This is an optimization exercise on Yosys and OpenROAD, whose aim is small area and a short achievable clock period, not a production implementation. In this exercise RTL edits were held to simulation tests only and were not proved equivalent to the original. Power figures rest on the tool's default switching activity, not on a simulated workload.

## run 1
## camera_display_top
module camera_display_top (
    input  logic       video_clk,
    input  logic       rst_n,
    input  logic       cam_vsync,
    input  logic       cam_href,
    input  logic [7:0] cam_data,
    output logic       vid_hs,
    output logic       vid_vs,
    output logic       vid_de,
    output logic [7:0] vid_r,
    output logic [7:0] vid_g,
    output logic [7:0] vid_b
);
clock: 5.0 ns
lec_check: 0
cap_margin: 8
core_margin: 2
core_utilization: 50
cts_cluster_diameter: 90
cts_cluster_size: 27
place_density: 0.72
setup_slack_margin: 2.85
slew_margin: 8
run.sh (not shown) runs the stock make flow with config.mk's settings and CLKGATE_MAP_FILE= SYNTH_SCRIPT=/design/flow/synth_recipe.tcl, a recipe that flattens the netlist after the stock synthesis.
Run 1 completed; timing, DRC and antenna clean
### run 1 -> run 2
Settings: changing PLACE_DENSITY from 0.72 to 0.65; changing SETUP_SLACK_MARGIN from 2.85 to 2.78.
==> comparison <==
- [run 2] share of the clock period used by the worst path fell 0.73 points relative to run 1
- Between run 1 and run 2, the utilization of the core after routing figures differ only marginally.
- From run 1 to run 2 the numbers moved as follows: net count reported at finish saw little to no change; cell area after layout essentially unchanged; global router's overall resource usage +0.90 points.
- Higher sequential share of layout area among run 2 and run 1: run 2
- In run 2, signal arrival time at the worst endpoint is lower than in run 1.
- On detailed-router iteration count before antenna repair: between run 2 and run 1, it ends up lower for run 2.
- Measured against each other, run 2 and run 1 differ in worst reg-to-reg setup slack, the lower figure coming from run 1.
Here is what was changed in the inputs of run 3 compared with run 2.
Settings: CTS_CLUSTER_SIZE: 27 -> 24; CTS_CLUSTER_DIAMETER: 90 -> 80; SETUP_SLACK_MARGIN: 2.78 -> 2.85.
==> run summary <==
Against run 2, run 3 reports a footprint of the multi-input gates that is higher. Post-cts resize count ends up higher on run 3. Compared with run 2, the detailed router inserted more vias in run 3. Portion of the clock cycle consumed by the worst path in the final layout up 0.32 points in run 3 wrt run 2. Of run 3 and run 2, it is run 3 that has the lower worst setup slack. Initial detailed-routing violation count sits higher in run 3 than in run 2. When run 3 is measured against run 2, its total power draw turns out 1.8% higher. Between run 2 and run 3, number of antenna repair diodes is lower for run 2, run 3 comes in above that. Looking at beginning of the critical path, the u_out.vid_r[7]$_DFF_PN0_ result is from run 2; the u_out.sync_pipe[5]$_DFF_PN0_ one comes from run 3. Run 3: full flow OK, the timing, DRC and antenna checks passed. When run 3 is measured against run 2, its area added between synthesis and finish turns out 0.95 points higher. Number of standard cells after synthesis: run 3 vs run 2 identical.

Setup of old:
Another version of the RTL of camera_display_top (not shown whole).
Size: roughly 2300 flip-flops, roughly 39 I/O pins, roughly 63000 um^2 of cells after synthesis.
clock: 5.0 ns
lec_check: 0
cap_margin: 20
core_margin: 2
core_utilization: 50
place_density: 0.65
slew_margin: 20
Changes in new relative to old:
- setting SETUP_SLACK_MARGIN to 2.6 for the first time
## What came out
~same fraction of power consumed by combinational cells in old and new. new against old: height of the die was more or less identical; met2 wire length moved up; sum of routed wire length over all layers increased 1.7%; worst supply voltage drop on vdd went up 23 uV.

RTL: one of the versions met above, not the one the previous note started from.
Size in the first run: about 4,800 cells after synthesis, roughly 2,400 flip-flops, about 39 I/O pins, about 62,000 sq um of cells after synthesis.
Settings: LEC_CHECK=0, CAP_MARGIN=8, CORE_MARGIN=2, CORE_UTILIZATION=50, CTS_CLUSTER_DIAMETER=100, CTS_CLUSTER_SIZE=30, PLACE_DENSITY=0.65, SETUP_SLACK_MARGIN=2.85, SLEW_MARGIN=8; clock period 5.0 ns.
Rerun with:
CTS_CLUSTER_DIAMETER = 90   (was 100)
CTS_CLUSTER_SIZE = 27   (was 30)
Non-clock buffer count is higher by 3. Clock skew is higher by 0.0031 ns. Final cell count barely changes. Core utilization is higher by 0.27 points. Routed wire length is higher slightly.
Rerun with:
CORE_UTILIZATION = 46   (was 50)
PLACE_DENSITY = 0.62   (was 0.65)
- first-iteration DRC count goes down by 8.6%
- global-route usage drops by 1.1 points
- area after synthesis does not change
- core utilization is lower by 4.0 points
Rerun with:
CORE_UTILIZATION = 50   (was 46)
PLACE_DENSITY = 0.65   (was 0.62)
SETUP_SLACK_MARGIN = 2.95   (was 2.85)
Outcome: Maximum frequency goes down by about 3.3%. Clock power is lower by about 1%. Synthesized area does not change. Worst hold slack loses 0.058 ns. Die area is lower by 7.9%. Routed wire length shrinks by about 2%.

camera_display_top, a different RTL version from the one above (not shown whole).
For scale: about 2400 flip-flops, roughly 39 I/O pins, roughly 0.062 mm^2 of cells after synthesis.
// camera_display_top
module camera_display_top (
    input  logic       video_clk,
    input  logic       rst_n,
    input  logic       cam_vsync,
    input  logic       cam_href,
    input  logic [7:0] cam_data,
    output logic       vid_hs,
    output logic       vid_vs,
    output logic       vid_de,
    output logic [7:0] vid_r,
    output logic [7:0] vid_g,
    output logic [7:0] vid_b
);
clock: 5.0 ns
lec_check: 0
cap_margin: 20
core_margin: 2
core_utilization: 50
cts_cluster_diameter: 80
cts_cluster_size: 24
place_density: 0.65
setup_slack_margin: 2.8
slew_margin: 20
Then changed:
--- a/flow/config.mk
+++ b/flow/config.mk
@@ -8 +8 @@
-export CAP_MARGIN = 20
+export CAP_MARGIN = 8
@@ -14,2 +14,2 @@
-export SETUP_SLACK_MARGIN = 2.8
-export SLEW_MARGIN = 20
+export SETUP_SLACK_MARGIN = 2.85
+export SLEW_MARGIN = 8
Design area increases by 0.38%. Routed wire length shrinks by 2.0%. Cell count stays flat. Setup slack improves by 0.024 ns.

## re-timing with driven ports
How much do the figures lean on ideal ports? The routed layouts below were timed once more, with nothing changed but the port constraints.
Step 1, drivers: a clkbuf_16 drives video_clk and a buf_2 each remaining input, both assumed.
Step 2 also shifts input and output timing later by t, the mid clock arrival at the registers, as if the neighbouring blocks saw the same clock.
a / b / c = ideal / step 1 / step 2; a / b = the first two.
run | t, ns | setup WS [ns] | worst setup path at the end
run 1 | 0.778 | 2.721 / 2.651 / 2.131 | input to register
run 2 | 0.776 | 2.758 / 2.685 / 2.087 | input to register
run 3 | 0.790 | 2.742 / 2.669 / 2.211 | input to register
old | 0.875 | 1.638 / 1.638 / 1.425 | input to register
new | 0.869 | 2.640 / 2.599 / 2.037 | input to register
the first run of note 3 | 0.775 | 2.749 / 2.677 / 2.188 | input to register
the second run of note 3 | 0.788 | 2.746 / 2.674 / 2.111 | input to register
the third run of note 3 | 0.816 | 2.728 / 2.659 / 2.195 | input to register
the fourth run of note 3 | 0.792 | 2.651 / 2.571 / 2.285 | input to register
the first run of note 4 | 0.804 | 2.724 / 2.643 / 2.093 | input to register
the second run of note 4 | 0.800 | 2.748 / 2.667 / 2.091 | input to register
After both steps setup and hold are still met in every run listed. The setup slack of run 2, which loses most, moves by -0.073 ns with the drivers and by -0.671 ns with both steps.
